From an optimization exercise on the open Yosys and OpenROAD flow, aimed at small area; shortcuts taken in it are not production practice.
Function was checked by simulation only, so behaviour that the tests miss may differ from the original.
Power is estimated from default activity; no workload was simulated.

## old
==> flow/design.v <==
package sprite_pkg;
    typedef logic [5:0] addr_t;
    typedef logic [7:0] byte_t;
    typedef logic [9:0] coord_t;
    typedef logic [7:0] lcoord_t;
    typedef logic [5:0] bmp_addr_t;
    typedef struct packed {
        logic [1:0]  write_n;
        logic [1:0]  read_n;
        addr_t       address;
        logic [31:0] wdata;
    } bus_req_t;
    typedef struct packed {
        coord_t pix_x;
        coord_t pix_y;
        logic   visible;
        logic   hsync;
        logic   vsync;
    } raster_t;
    typedef logic [(4 * 2)*8-1:0] obj_table_t;
    typedef enum logic [1:0] {
        IDLE,
        COPY,
        DONE
    } commit_state_t;
endpackage
`timescale 1ns/1ps
module rca #(
    parameter int W = 4
) (
    input  logic [W-1:0] a,
    input  logic [W-1:0] b,
    input  logic         ci,
    output logic [W-1:0] s,
    output logic         co
);
    logic [W:0] c;
    assign c[0] = ci;
    for (genvar i = 0; i < W; i++) begin : g_bit
        assign s[i]   = a[i] ^ b[i] ^ c[i];
        assign c[i+1] = (a[i] & b[i]) | (c[i] & (a[i] ^ b[i]));
    end
    assign co = c[W];
endmodule
module sprite_hit (
    input  logic        vis,     
    input  logic [3:0]  lx,      
    input  logic [2:0]  ly,      
    input  logic        x_on,    
    input  logic        y_on,    
    input  logic [22:0] obj,     
    output logic        hit,
    output logic [5:0]  byte_a,  
    output logic [2:0]  bit_a
);
    logic [3:0] x;
    logic [2:0] y;
    logic [7:0] off;
    logic [3:0] wm1, hm1;
    logic [3:0] dx;
    logic [2:0] dy;
    logic       x_ge, y_ge, x_le, y_le;
    logic [3:0] unused_x;
    logic [3:0] unused_y;
    assign x   = obj[3:0];
    assign y   = obj[6:4];
    assign off = obj[14:7];
    assign wm1 = obj[22:19];
    assign hm1 = obj[18:15];
    rca #(4) u_dx (.a(lx), .b(~x[3:0]), .ci(1'b1), .s(dx), .co(x_ge));
    rca #(3) u_dy (.a(ly), .b(~y[2:0]), .ci(1'b1), .s(dy), .co(y_ge));
    rca #(4) u_xl (.a(wm1), .b(~dx), .ci(1'b1), .s(unused_x), .co(x_le));
    rca #(4) u_yl (.a(hm1), .b(~{1'b0, dy}), .ci(1'b1), .s(unused_y), .co(y_le));
    logic [6:0] p0, p1, p2, s1, s2, bo;
    logic       c1, c2, c3;
    assign p0 = {3'b0, dy[0] ? wm1 : 4'd0};
    assign p1 = {2'b0, dy[1] ? wm1 : 4'd0, 1'b0};
    assign p2 = {1'b0, dy[2] ? wm1 : 4'd0, 2'b0};
    rca #(7) u_m1 (.a(p0), .b(p1), .ci(1'b0), .s(s1), .co(c1));
    rca #(7) u_m2 (.a(s1), .b(p2), .ci(1'b0), .s(s2), .co(c2));
    rca #(7) u_m3 (.a(s2), .b({4'b0, dy} + {3'b0, dx}), .ci(1'b0), .s(bo), .co(c3));
    logic [7:0] bt;
    logic       bc;
    rca #(8) u_bt (.a(off), .b({4'b0, bo[6:3]}), .ci(1'b0), .s(bt), .co(bc));
    assign hit    = vis && x_on && y_on && x_ge && y_ge && x_le && y_le
                    && !bc && (bt < 8'd55);
    assign byte_a = bt[5:0];
    assign bit_a  = bo[2:0];
endmodule
`timescale 1ns/1ps
module sprite_engine_top (
    input  logic        clk,
    input  logic        rst_n,
    input  logic [5:0]  address,
    input  logic [31:0] data_in,
    input  logic [1:0]  data_write_n,
    input  logic [1:0]  data_read_n,
    output logic [31:0] data_out,
    output logic        data_ready,
    output logic [7:0]  uo_out,
    output logic        user_interrupt
);
    logic [6:0] hc, hn;
    logic [5:0] vc, vn;
    logic       h_last, v_last;
    assign h_last = hc[6] & (&hc[3:0]);           
    assign v_last = vc[5] & vc[1] & vc[0];        
    assign hn = h_last ? 7'd0 : hc + 7'd1;
    assign vn = h_last ? (v_last ? 6'd0 : vc + 6'd1) : vc;
    always_ff @(posedge clk) begin
        if (!rst_n) begin
            hc <= 7'd1;
            vc <= 6'd0;
        end else begin
            hc <= hn;
            vc <= vn;
        end
    end
    logic v33;
    assign v33 = (vc == 6'd33);
    logic       wr;
    logic [7:0] wd;
    logic [7:0] ctrl;
    logic [63:0] stg, act;
    logic [439:0] bm;
    logic [63:0] dec;
    assign wr  = (data_write_n == 2'b00);
    assign wd  = data_in[7:0];
    assign dec = 64'd1 << address;
    logic cm;
    logic commit_done;
    always_ff @(posedge clk) begin
        if (hc == 7'd2 && v33) cm <= ctrl[1];
    end
    assign commit_done    = cm & v33 & (hc == 7'd11);
    assign user_interrupt = ~cm & v33 & (hc == 7'd3);
    for (genvar i = 0; i < 55; i++) begin : g_bm
        logic en, set, hold;
        assign en   = wr & dec[i + 8] & ctrl[0];
        assign set  = rst_n & en;
        assign hold = rst_n & ~en;
        always_ff @(posedge clk) begin
            bm[8*i +: 8] <= ({8{set}} & wd) | ({8{hold}} & bm[8*i +: 8]);
        end
    end
    for (genvar i = 0; i < 8; i++) begin : g_tab
        logic sen, sset, shold, cen, cset, chold;
        assign sen   = wr & dec[i];
        assign sset  = rst_n & sen;
        assign shold = rst_n & ~sen;
        assign cen   = cm & v33 & (hc == 7'(i + 3));
        assign cset  = rst_n & cen;
        assign chold = rst_n & ~cen;
        always_ff @(posedge clk) begin
            stg[8*i +: 8] <= ({8{sset}} & wd) | ({8{shold}} & stg[8*i +: 8]);
            act[8*i +: 8] <= ({8{cset}} & stg[8*i +: 8]) | ({8{chold}} & act[8*i +: 8]);
        end
    end
    always_ff @(posedge clk) begin
        if (!rst_n) begin
            ctrl <= 8'd0;
        end else if (wr & dec[63]) begin
            ctrl <= wd;
        end else if (commit_done) begin
            ctrl[1] <= 1'b0;
        end
    end
    logic [511:0] space;
    logic [7:0]   rd_byte;
    assign space   = {ctrl, bm, act};
    logic [63:0] rdec;
    assign rdec = {64{rst_n && data_read_n == 2'b00}} & (64'd1 << address);
    always_comb begin
        rd_byte = 8'd0;
        for (int i = 0; i < 64; i++) begin
            rd_byte = rd_byte | ({8{rdec[i]}} & space[8*i +: 8]);
        end
    end
    logic [7:0] dout;
    always_ff @(posedge clk) begin
        data_ready <= rst_n && (data_read_n != 2'b11);
        dout       <= rd_byte;
    end
    assign data_out = {24'd0, dout};
    logic       slot2, slot3;
    logic [4:0] gx;                  
    logic [5:0] gy;                  
    logic       u_vis;
    logic       hit;
    logic [5:0] a, a0r, a1r, pa;
    logic [2:0] b, b0r, b1r, pb;
    logic       h0r;
    logic       port;
    logic [5:0] wa;
    logic       bw, snoop0, snoop1;
    logic       out0, cache0, cache1, pixel_on;
    assign slot2 = (hc[1:0] == 2'b00);
    assign slot3 = (hc[1:0] == 2'b01);
    assign gx = hc[6:2];
    assign gy = vc;
    assign u_vis = !gx[4] && !gy[5];
    logic [22:0] o0, o1, u_obj;
    logic        u_xon, u_yon;
    assign o0 = {act[31:16], act[10:8], act[3:0]};
    assign o1 = {act[63:48], act[42:40], act[35:32]};
    assign u_obj = slot2 ? o1 : o0;
    assign u_xon = slot2 ? (act[39:36] == 4'd0) : (act[7:4] == 4'd0);
    assign u_yon = slot2 ? (act[47:43] == 5'd0) : (act[15:11] == 5'd0);
    sprite_hit u_hit (.vis(u_vis), .lx(gx[3:0]), .ly(gy[4:2]), .x_on(u_xon), .y_on(u_yon), .obj(u_obj),
                      .hit(hit), .byte_a(a), .bit_a(b));
    always_ff @(posedge clk) begin
        if (!rst_n) begin
            a0r <= 6'd0;
            b0r <= 3'd0;
            h0r <= 1'b1;
        end else begin
            a0r <= a;
            b0r <= b;
            h0r <= hit;
        end
    end
    always_ff @(posedge clk) begin
        if (slot3) begin
            a1r <= h0r ? a0r : 6'd63;
            b1r <= b0r;
        end
    end
    assign pa = a0r;
    assign pb = b0r;
    logic [63:0] pdec;
    logic [7:0]  pbyte;
    assign pdec = 64'd1 << pa;
    always_comb begin
        pbyte = 8'd0;
        for (int i = 0; i < 55; i++) begin
            pbyte = pbyte | ({8{pdec[i]}} & bm[8*i +: 8]);
        end
    end
    logic [7:0] pbd;
    assign pbd  = 8'd1 << pb;
    assign port = |(pbyte & pbd);
    assign wa     = address - 6'd8;
    assign bw     = wr & ctrl[0] & (address >= 6'd8) & (address != 6'd63);
    assign snoop0 = bw & (wa == a0r);
    assign snoop1 = bw & (wa == a1r);
    logic sd0;
    assign sd0  = snoop0 ? wd[b0r] : port;
    assign out0 = slot3 ? cache0 : (h0r & port);
    always_ff @(posedge clk) begin
        if (!rst_n) begin
            cache0   <= 1'b0;
            cache1   <= 1'b0;
            pixel_on <= 1'b0;
        end else begin
            cache0 <= h0r & sd0;
            if (slot3) begin
                cache1 <= h0r & sd0;
            end else if (snoop1) begin
                cache1 <= wd[b1r];
            end
            pixel_on <= out0 | cache1;
        end
    end
    logic hs_o, vs_o;
    assign hs_o = (hc >= 7'd71) && (hc < 7'd79);
    assign vs_o = (hc >= 7'd3) ? (vc == 6'd33 || vc == 6'd34) : (vc == 6'd34 || v_last);
    assign uo_out = {vs_o, hs_o, {6{pixel_on}}};
endmodule
==> flow/config.mk <==
export PLATFORM = sky130hd
export DESIGN_NAME = sprite_engine_top
export DESIGN_NICKNAME = sprite_engine_top
export VERILOG_FILES = /design/flow/design.v
export SDC_FILE = /design/flow/constraint.sdc
export NUM_CORES = 4
export LEC_CHECK = 0
export CAP_MARGIN = 20
export CORE_MARGIN = 2
export CORE_UTILIZATION = 30
export GPL_ROUTABILITY_DRIVEN = 1
export GPL_TIMING_DRIVEN = 0
export SLEW_MARGIN = 20
==> flow/constraint.sdc <==
create_clock -name core_clock -period 10.0 [get_ports {clk}]
set_input_delay 2.0000 -clock core_clock [delete_from_list [all_inputs] [get_ports {clk}]]
set_output_delay 2.0000 -clock core_clock [all_outputs]
set_load 0.01 [all_outputs]
standard.sh (not shown) runs the stock make flow with config.mk's settings and CLKGATE_MAP_FILE= SYNTH_SCRIPT=/design/flow/synth_recipe.tcl, a recipe that flattens the netlist after the stock synthesis.
==> flow/flow/run.sh <==
#!/bin/bash
# Standard layout with two changes: the buffers ABC inserted during synthesis are
# removed at floorplan (repair then rebuffers only where needed), and the clock tree
# uses smaller buffers in smaller clusters, without dummy loads. Synthesis,
# floorplan, power grid, placement and routing are the standard flow's.
set -euo pipefail
export REMOVE_ABC_BUFFERS=1
export CTS_ARGS="-sink_clustering_enable -repair_clock_nets -dont_use_dummy_load -buf_list sky130_fd_sc_hd__clkbuf_8 -sink_clustering_size 16 -sink_clustering_max_diameter 60"
bash standard.sh > standard_flow.log 2>&1
old: all stages complete, timing, DRC and antenna checks passed
What new does differently from old at the input level:
diff --git a/flow/flow/run.sh b/flow/flow/run.sh
--- a/flow/flow/run.sh
+++ b/flow/flow/run.sh
@@ -8 +8 @@
-export CTS_ARGS="-sink_clustering_enable -repair_clock_nets -dont_use_dummy_load -buf_list sky130_fd_sc_hd__clkbuf_8 -sink_clustering_size 16 -sink_clustering_max_diameter 60"
+export CTS_ARGS="-sink_clustering_enable -repair_clock_nets -dont_use_dummy_load -buf_list sky130_fd_sc_hd__clkbuf_8 -sink_clustering_size 12 -sink_clustering_max_diameter 60"
==> comparison <==
The lower maximum frequency of old and new is in old. | via density per instance | lower: new |. Net switching fraction of the power: old vs new — no meaningful difference.

==> separate check: timing with driven ports <==
No port has a modelled driver above. Below, the same layouts with a new extraction and two added sets of constraints. Step 1, drivers: a clkbuf_16 drives clk and a buf_2 each remaining input, both assumed. Step 2 also shifts input and output timing later by t, the mid clock arrival at the registers, as if the neighbouring blocks saw the same clock. a / b / c = ideal ports / drivers / drivers and shift; a / b = the first two.
run | shift t [ns] | setup slack, ns | worst setup path at the end | worst data-port slew with drivers (ns) | cell pins on the clock port's net
old | 0.810 | 1.931 / 1.931 / 1.931 | register to register | 0.04 | 1
new | 0.789 | 1.956 / 1.956 / 1.956 | register to register | 0.04 | 1
After both steps setup and hold are still met in every run listed.
